Context: an optimization exercise on an open-source flow, tuned for small area and few clock cycles per item. The choices shown serve that exercise and are no tape-out recipe. The RTL was checked by simulation tests, not by an equivalence proof against the original design. No activity file was given, so power comes from the tool's default toggle rates. The flow treats the clock pin as an ideal source, which a real chip does not have.

==> inputs of yarrow <==
==> flow/design.v <==
package ofdm_pkg;
  localparam int N_FFT    = 64;
  localparam int LOG2_N   = 6;
  localparam int CP_LEN   = 16;
  localparam int SAMPLE_W = 32;
  typedef enum logic [1:0] {
    IDLE = 2'd0,
    PFX  = 2'd1,
    BODY = 2'd2
  } rd_state_e;
endpackage
module cp_ram
#(
   parameter int WIDTH = 32,
   parameter int N     = 64
) (
   input  logic             clk,
   input  logic [N/4-1:0]   sel,      
   input  logic [N/4-1:0]   ins,      
   input  logic [WIDTH-1:0] wd,
   input  logic [3:0]       tap,      
   output logic [WIDTH-1:0] rd
);
   logic [WIDTH-1:0] ring [N];
   logic [WIDTH-1:0] wd_n;
   assign wd_n = ~wd;
   always_ff @(posedge clk) begin
      for (int p = 0; p < N; p++) begin
         if (p % 4 == 1) ring[p] <= ~((ring[(p + N - 1) % N] & {WIDTH{~sel[p / 4]}}) |
                                      ({WIDTH{ins[p / 4]}} & (((p / 4) % 2 == 0) ? wd : wd_n)));
         else            ring[p] <= ring[(p + N - 1) % N];
      end
   end
   assign rd = ({WIDTH{tap[0]}} & ring[0])     | ({WIDTH{tap[1]}} & ring[N / 4]) |
               ({WIDTH{tap[2]}} & ring[N / 2]) | ({WIDTH{tap[3]}} & ring[3 * N / 4]);
endmodule
module cp_insert
#(
   parameter int WIDTH = 32,
   parameter int N     = 64,
   parameter int B     = 6,
   parameter int CP    = 16
) (
   input  logic             clk,
   input  logic             rst,
   input  logic             ena_in,
   input  logic [WIDTH-1:0] dat_in,
   output logic             in_rdy,
   output logic             val_out,
   output logic             sym_sta,
   output logic [WIDTH-1:0] dat_out
);
   if (N != 64 || B != 6 || CP != 16) begin : g_bad_par
      $error("cp_insert: this implementation is built for N = 64, B = 6, CP = 16");
   end
   logic [B-1:0] ph, ph_nxt;
   logic [B-1:0] wa, wa_nxt;
   logic [B-1:0] wpos;
   logic         full, full_nxt;
   logic         act, act_nxt;
   logic         body, body_nxt;
   logic [1:0]   tsel;
   logic [3:0]   toh, toh_nxt;
   logic [B-1:0] ra;
   logic         free, rdy, acc, last_in, last_pfx, last_out, start;
   logic [N/4-1:0] sel, ins;
   assign tsel = {toh[3] | toh[2], toh[3] | toh[1]};
   assign ra   = {ph[5:4] - tsel, ph[3:0]};
   assign wpos = ph + B'(1) - wa;
   assign free = !full || (act && body);
   assign rdy  = (wpos[1:0] == 2'b01) && free;
   assign acc  = ena_in && rdy;
   always_comb begin
      sel = '0;
      if (rdy) sel[wpos[B-1:2]] = 1'b1;
   end
   assign ins = ena_in ? sel : '0;
   assign last_in  = acc && (wa == B'(N - 1));
   assign last_pfx = act && !body && (ph[3:0] == 4'hf);
   assign last_out = act && body && (ra == B'(N - 1));
   assign wa_nxt   = acc ? wa + B'(1) : wa;
   assign full_nxt = last_in || (full && !last_out);
   assign ph_nxt   = (!full_nxt && wa_nxt == '0) ? '0 : ph + B'(1);
   assign start    = full_nxt && (!act || last_out) && (ph_nxt[3:0] == 4'h0);
   always_comb begin
      act_nxt  = act;
      body_nxt = body;
      toh_nxt  = toh;
      if (start) begin
         act_nxt  = 1'b1;
         body_nxt = 1'b0;
         toh_nxt  = 4'b0001 << (ph_nxt[5:4] + 2'd1);
      end else begin
         if (last_pfx) body_nxt = 1'b1;
         if (last_out) act_nxt  = 1'b0;
      end
   end
   always_ff @(posedge clk or negedge rst) begin
      if (!rst) begin
         ph   <= '0;
         wa   <= '0;
         full <= 1'b0;
         act  <= 1'b0;
      end else begin
         ph   <= ph_nxt;
         wa   <= wa_nxt;
         full <= full_nxt;
         act  <= act_nxt;
      end
   end
   always_ff @(posedge clk) begin
      body <= body_nxt;
      toh  <= toh_nxt;
   end
   cp_ram #(
      .WIDTH (WIDTH),
      .N     (N)
   ) u_ram (
      .clk (clk),
      .sel (sel),
      .ins (ins),
      .wd  (dat_in),
      .tap (toh),
      .rd  (dat_out)
   );
   assign in_rdy  = rdy;
   assign val_out = act;
   assign sym_sta = act && !body && (ph[3:0] == 4'h0);
endmodule
==> flow/flow/run.sh <==
#!/bin/bash
set -e
rm -rf scripts_abc
cp -r "$FLOW_HOME/scripts" scripts_abc
sed -i 's/^&nf$/\&nf -R 1000/; /^buffer -c$/d; /^upsize -c$/d; /^dnsize -c$/d' scripts_abc/abc_speed.script
cp scripts_abc/abc_speed.script abc_speed_script.log
export SCRIPTS_DIR="$PWD/scripts_abc"
export BUFFER_PORTS_ARGS="-buffer_cell sky130_fd_sc_hd__buf_1"
export CTS_ARGS="-sink_clustering_enable -repair_clock_nets -sink_clustering_size 34 -sink_clustering_max_diameter 100 -buf_list sky130_fd_sc_hd__clkbuf_16 -dont_use_dummy_load"
bash standard.sh > standard.log 2>&1
==> flow/standard.sh <==
#!/bin/bash
# synth_recipe.tcl (not shown) runs the flow's synth.tcl, then flattens the netlist and writes it again
# the make line also repeats each setting of config.mk as NAME=value (left out here)
make -C /OpenROAD-flow-scripts/flow DESIGN_CONFIG=/design/flow/config.mk WORK_HOME=/design/flow/orfs CLKGATE_MAP_FILE= SYNTH_SCRIPT=/design/flow/synth_recipe.tcl "${@:-finish}"
==> flow/config.mk <==
export PLATFORM = sky130hd
export DESIGN_NAME = cp_insert
export DESIGN_NICKNAME = cp_insert
export VERILOG_FILES = /design/flow/design.v
export SDC_FILE = /design/flow/constraint.sdc
export NUM_CORES = 4
export LEC_CHECK = 0
export CAP_MARGIN = 0
export CORE_MARGIN = 2
export CORE_UTILIZATION = 60
export CTS_BUF_LIST = sky130_fd_sc_hd__clkbuf_16
export CTS_CLUSTER_DIAMETER = 100
export CTS_CLUSTER_SIZE = 34
export SLEW_MARGIN = 0
export SYNTH_HIERARCHICAL = 1
export SYNTH_MEMORY_MAX_BITS = 16384
==> flow/constraint.sdc <==
create_clock -name core_clock -period 7.0 [get_ports {clk}]
set_input_delay 1.4000 -clock core_clock [delete_from_list [all_inputs] [get_ports {clk}]]
set_output_delay 1.4000 -clock core_clock [all_outputs]
set_load 0.01 [all_outputs]
==> fjord: changes against yarrow <==
==> flow/design.v, changed modules only <==
module cp_ram
#(
   parameter int WIDTH = 32,
   parameter int N     = 64
) (
   input  logic             clk,
   input  logic [N/4-1:0]   ins,      
   input  logic [WIDTH-1:0] wd,
   input  logic [3:0]       tap,      
   output logic [WIDTH-1:0] rd
);
   logic [WIDTH-1:0] ring [N];
   logic [WIDTH-1:0] wd_n;
   assign wd_n = ~wd;
   always_ff @(posedge clk) begin
      for (int p = 0; p < N; p++) begin
         if (p % 4 == 1) ring[p] <= ins[p / 4] ? (((p / 4) % 2 == 0) ? wd_n : wd)
                                               : ~ring[(p + N - 1) % N];
         else            ring[p] <= ring[(p + N - 1) % N];
      end
   end
   assign rd = ({WIDTH{tap[0]}} & ring[0])     | ({WIDTH{tap[1]}} & ring[N / 4]) |
               ({WIDTH{tap[2]}} & ring[N / 2]) | ({WIDTH{tap[3]}} & ring[3 * N / 4]);
endmodule
module cp_insert
#(
   parameter int WIDTH = 32,
   parameter int N     = 64,
   parameter int B     = 6,
   parameter int CP    = 16
) (
   input  logic             clk,
   input  logic             rst,
   input  logic             ena_in,
   input  logic [WIDTH-1:0] dat_in,
   output logic             in_rdy,
   output logic             val_out,
   output logic             sym_sta,
   output logic [WIDTH-1:0] dat_out
);
   if (N != 64 || B != 6 || CP != 16) begin : g_bad_par
      $error("cp_insert: this implementation is built for N = 64, B = 6, CP = 16");
   end
   logic [B-1:0] ph, ph_nxt;
   logic [B-1:0] wa, wa_nxt;
   logic [B-1:0] wpos;
   logic         full, full_nxt;
   logic         act, act_nxt;
   logic         body, body_nxt;
   logic [1:0]   tsel, tsel_nxt;
   logic [3:0]   toh, toh_nxt;
   logic [B-1:0] ra;
   logic         free, rdy, acc, last_in, last_pfx, last_out, start;
   logic [N/4-1:0] ins;
   assign ra = {ph[5:4] - tsel, ph[3:0]};
   assign wpos = ph + B'(1) - wa;
   assign free = !full || (act && body && wa <= ra);
   assign rdy  = (wpos[1:0] == 2'b01) && free;
   assign acc  = ena_in && rdy;
   always_comb begin
      ins = '0;
      if (acc) ins[wpos[B-1:2]] = 1'b1;
   end
   assign last_in  = acc && (wa == B'(N - 1));
   assign last_pfx = act && !body && (ph[3:0] == 4'hf);
   assign last_out = act && body && (ra == B'(N - 1));
   assign wa_nxt   = acc ? wa + B'(1) : wa;
   assign full_nxt = last_in || (full && !last_out);
   assign ph_nxt   = (!full_nxt && wa_nxt == '0) ? '0 : ph + B'(1);
   assign start    = full_nxt && (!act || last_out) && (ph_nxt[3:0] == 4'h0);
   always_comb begin
      act_nxt  = act;
      body_nxt = body;
      tsel_nxt = tsel;
      toh_nxt  = toh;
      if (start) begin
         act_nxt  = 1'b1;
         body_nxt = 1'b0;
         tsel_nxt = ph_nxt[5:4] + 2'd1;
         toh_nxt  = 4'b0001 << (ph_nxt[5:4] + 2'd1);
      end else begin
         if (last_pfx) body_nxt = 1'b1;
         if (last_out) act_nxt  = 1'b0;
      end
   end
   always_ff @(posedge clk or negedge rst) begin
      if (!rst) begin
         ph   <= '0;
         wa   <= '0;
         full <= 1'b0;
         act  <= 1'b0;
      end else begin
         ph   <= ph_nxt;
         wa   <= wa_nxt;
         full <= full_nxt;
         act  <= act_nxt;
      end
   end
   always_ff @(posedge clk) begin
      body <= body_nxt;
      tsel <= tsel_nxt;
      toh  <= toh_nxt;
   end
   cp_ram #(
      .WIDTH (WIDTH),
      .N     (N)
   ) u_ram (
      .clk (clk),
      .ins (ins),
      .wd  (dat_in),
      .tap (toh),
      .rd  (dat_out)
   );
   assign in_rdy  = rdy;
   assign val_out = act;
   assign sym_sta = act && !body && (ph[3:0] == 4'h0);
endmodule
--- a/flow/config.mk
+++ b/flow/config.mk
@@ -12,5 +12,4 @@
 export CTS_CLUSTER_DIAMETER = 100
 export CTS_CLUSTER_SIZE = 34
 export SLEW_MARGIN = 0
-export SYNTH_HIERARCHICAL = 1
 export SYNTH_MEMORY_MAX_BITS = 16384
==> quartz: changes against yarrow <==
==> flow/design.v, changed modules only <==
module cp_ram
#(
   parameter int WIDTH = 32,
   parameter int N     = 64
) (
   input  logic             clk,
   input  logic [N/4-1:0]   keep,     
   input  logic [N/4-1:0]   ins,      
   input  logic [WIDTH-1:0] wd,
   input  logic [3:0]       tap_n,    
   output logic [WIDTH-1:0] rd
);
   logic [WIDTH-1:0] ring [N];
   logic [WIDTH-1:0] wd_n;
   assign wd_n = ~wd;
   always_ff @(posedge clk) begin
      for (int p = 0; p < N; p++) begin
         if (p % 4 == 1) ring[p] <= ~((ring[(p + N - 1) % N] | {WIDTH{ins[p / 4]}}) &
                                      ((((p / 4) % 2 == 0) ? wd : wd_n) | {WIDTH{keep[p / 4]}}));
         else            ring[p] <= ring[(p + N - 1) % N];
      end
   end
   assign rd = (ring[0]     | {WIDTH{tap_n[0]}}) & (ring[N / 4]     | {WIDTH{tap_n[1]}}) &
               (ring[N / 2] | {WIDTH{tap_n[2]}}) & (ring[3 * N / 4] | {WIDTH{tap_n[3]}});
endmodule
module cp_insert
#(
   parameter int WIDTH = 32,
   parameter int N     = 64,
   parameter int B     = 6,
   parameter int CP    = 16
) (
   input  logic             clk,
   input  logic             rst,
   input  logic             ena_in,
   input  logic [WIDTH-1:0] dat_in,
   output logic             in_rdy,
   output logic             val_out,
   output logic             sym_sta,
   output logic [WIDTH-1:0] dat_out
);
   if (N != 64 || B != 6 || CP != 16) begin : g_bad_par
      $error("cp_insert: this implementation is built for N = 64, B = 6, CP = 16");
   end
   logic [B-1:0] ph, ph_nxt;
   logic [B-1:0] wa, wa_nxt;
   logic [B-1:0] wpos;
   logic         full, full_nxt;
   logic         act, act_nxt;
   logic         body, body_nxt;
   logic [1:0]   tsel;
   logic [3:0]   toh, toh_nxt;
   logic [B-1:0] ra;
   logic         free, rdy, acc, last_in, last_pfx, last_out, start;
   logic [N/4-1:0] sel, ins;
   assign tsel = {toh[3] | toh[2], toh[3] | toh[1]};
   assign ra   = {ph[5:4] - tsel, ph[3:0]};
   assign wpos = ph + B'(1) - wa;
   assign free = !full || (act && body);
   assign rdy  = (wpos[1:0] == 2'b01) && free;
   assign acc  = ena_in && rdy;
   always_comb begin
      sel = '0;
      if (rdy) sel[wpos[B-1:2]] = 1'b1;
   end
   assign ins = ena_in ? sel : '0;
   assign last_in  = acc && (wa == B'(N - 1));
   assign last_pfx = act && !body && (ph[3:0] == 4'hf);
   assign last_out = act && body && (ra == B'(N - 1));
   assign wa_nxt   = acc ? wa + B'(1) : wa;
   assign full_nxt = last_in || (full && !last_out);
   assign ph_nxt   = (!full_nxt && wa_nxt == '0) ? '0 : ph + B'(1);
   assign start    = full_nxt && (!act || last_out) && (ph_nxt[3:0] == 4'h0);
   always_comb begin
      act_nxt  = act;
      body_nxt = body;
      toh_nxt  = toh;
      if (start) begin
         act_nxt  = 1'b1;
         body_nxt = 1'b0;
         toh_nxt  = 4'b0001 << (ph_nxt[5:4] + 2'd1);
      end else begin
         if (last_pfx) body_nxt = 1'b1;
         if (last_out) act_nxt  = 1'b0;
      end
   end
   always_ff @(posedge clk or negedge rst) begin
      if (!rst) begin
         ph   <= '0;
         wa   <= '0;
         full <= 1'b0;
         act  <= 1'b0;
      end else begin
         ph   <= ph_nxt;
         wa   <= wa_nxt;
         full <= full_nxt;
         act  <= act_nxt;
      end
   end
   always_ff @(posedge clk) begin
      body <= body_nxt;
      toh  <= toh_nxt;
   end
   cp_ram #(
      .WIDTH (WIDTH),
      .N     (N)
   ) u_ram (
      .clk (clk),
      .keep(~sel),
      .ins (ins),
      .wd  (dat_in),
      .tap_n (~toh),
      .rd  (dat_out)
   );
   assign in_rdy  = rdy;
   assign val_out = act;
   assign sym_sta = act && !body && (ph[3:0] == 4'h0);
endmodule
--- a/flow/config.mk
+++ b/flow/config.mk
@@ -5,12 +5,12 @@
 export SDC_FILE = /design/flow/constraint.sdc
 export NUM_CORES = 4
 export LEC_CHECK = 0
-export CAP_MARGIN = 0
+export CAP_MARGIN = 10
 export CORE_MARGIN = 2
 export CORE_UTILIZATION = 60
 export CTS_BUF_LIST = sky130_fd_sc_hd__clkbuf_16
 export CTS_CLUSTER_DIAMETER = 100
 export CTS_CLUSTER_SIZE = 34
-export SLEW_MARGIN = 0
+export SLEW_MARGIN = 10
 export SYNTH_HIERARCHICAL = 1
 export SYNTH_MEMORY_MAX_BITS = 16384
==> run summary <==
| metric | yarrow | quartz | fjord |
|---|---|---|---|
| Status | complete, no violations | complete, no violations | complete, no violations |
| Instance count after placement with tap cells included | 4,036 | 4,016 | 4,236 |
| Die outline height | 284 µm | 282 µm | 287 µm |
| Number of cell instances on the worst register-to-register path | 15 | 13 | 14 |
| Site Rows | 102 | 101 | 103 |
| Util after Layout | 0.655 | 0.657 | 0.652 |
| Power drawn by the sequential cells | 16,200 µW | 16,500 µW | 15,600 µW |
| Power Density | 481 nW/µm² | 464 nW/µm² | 457 nW/µm² |
| Number of distinct library cells after synthesis | 36 | 32 | 32 |
| 1st-iter DRT viols | 1,586 | 1,582 | 1,320 |
| Floorplan die width | 284 µm | 282 µm | 287 µm |
| First-pass iteration count of the detailed router | 7 | 5 | 5 |
| Placeable core region | 77,600 µm² | 76,200 µm² | 79,100 µm² |
Testbench counts of yarrow, summed over its fixed seeds: cycles 15,872, symbols 192.
Testbench counts of fjord, summed over its fixed seeds: cycles 15,872, symbols 192.
Testbench counts of quartz, summed over its fixed seeds: cycles 15,872, symbols 192.

[afterwards: timing with drivers on the ports]
The flow's constraints put no driver on any port. The routed layouts listed below were extracted and timed again, unchanged, in two steps. Step 1, drivers: a clkbuf_16 drives clk and a buf_2 each remaining input, both assumed. Step 2, shift: input delay + t, output delay - t, t = (earliest + latest rising clock arrival at the registers) / 2. This alone moves slack from input paths to output paths. Three values: no drivers, after step 1, after step 2; two values: the first two.
run | shift t [ns] | slack for setup (ns) | latest minus earliest clock arrival (ns) | worst register clock-pin slew, ns
yarrow | 0.701 | 2.053 / 2.052 / 2.052 | 0.030 / 0.030 | 0.12 / 0.12
fjord | 0.694 | 2.045 / 2.045 / 2.045 | 0.052 / 0.052 | 0.12 / 0.12
quartz | 0.704 | 1.845 / 1.845 / 1.845 | 0.050 / 0.050 | 0.12 / 0.12
After both steps every run listed still meets setup and hold. The setup slack of yarrow, which loses most, moves by -0.001 ns with the drivers and by -0.001 ns with both steps.
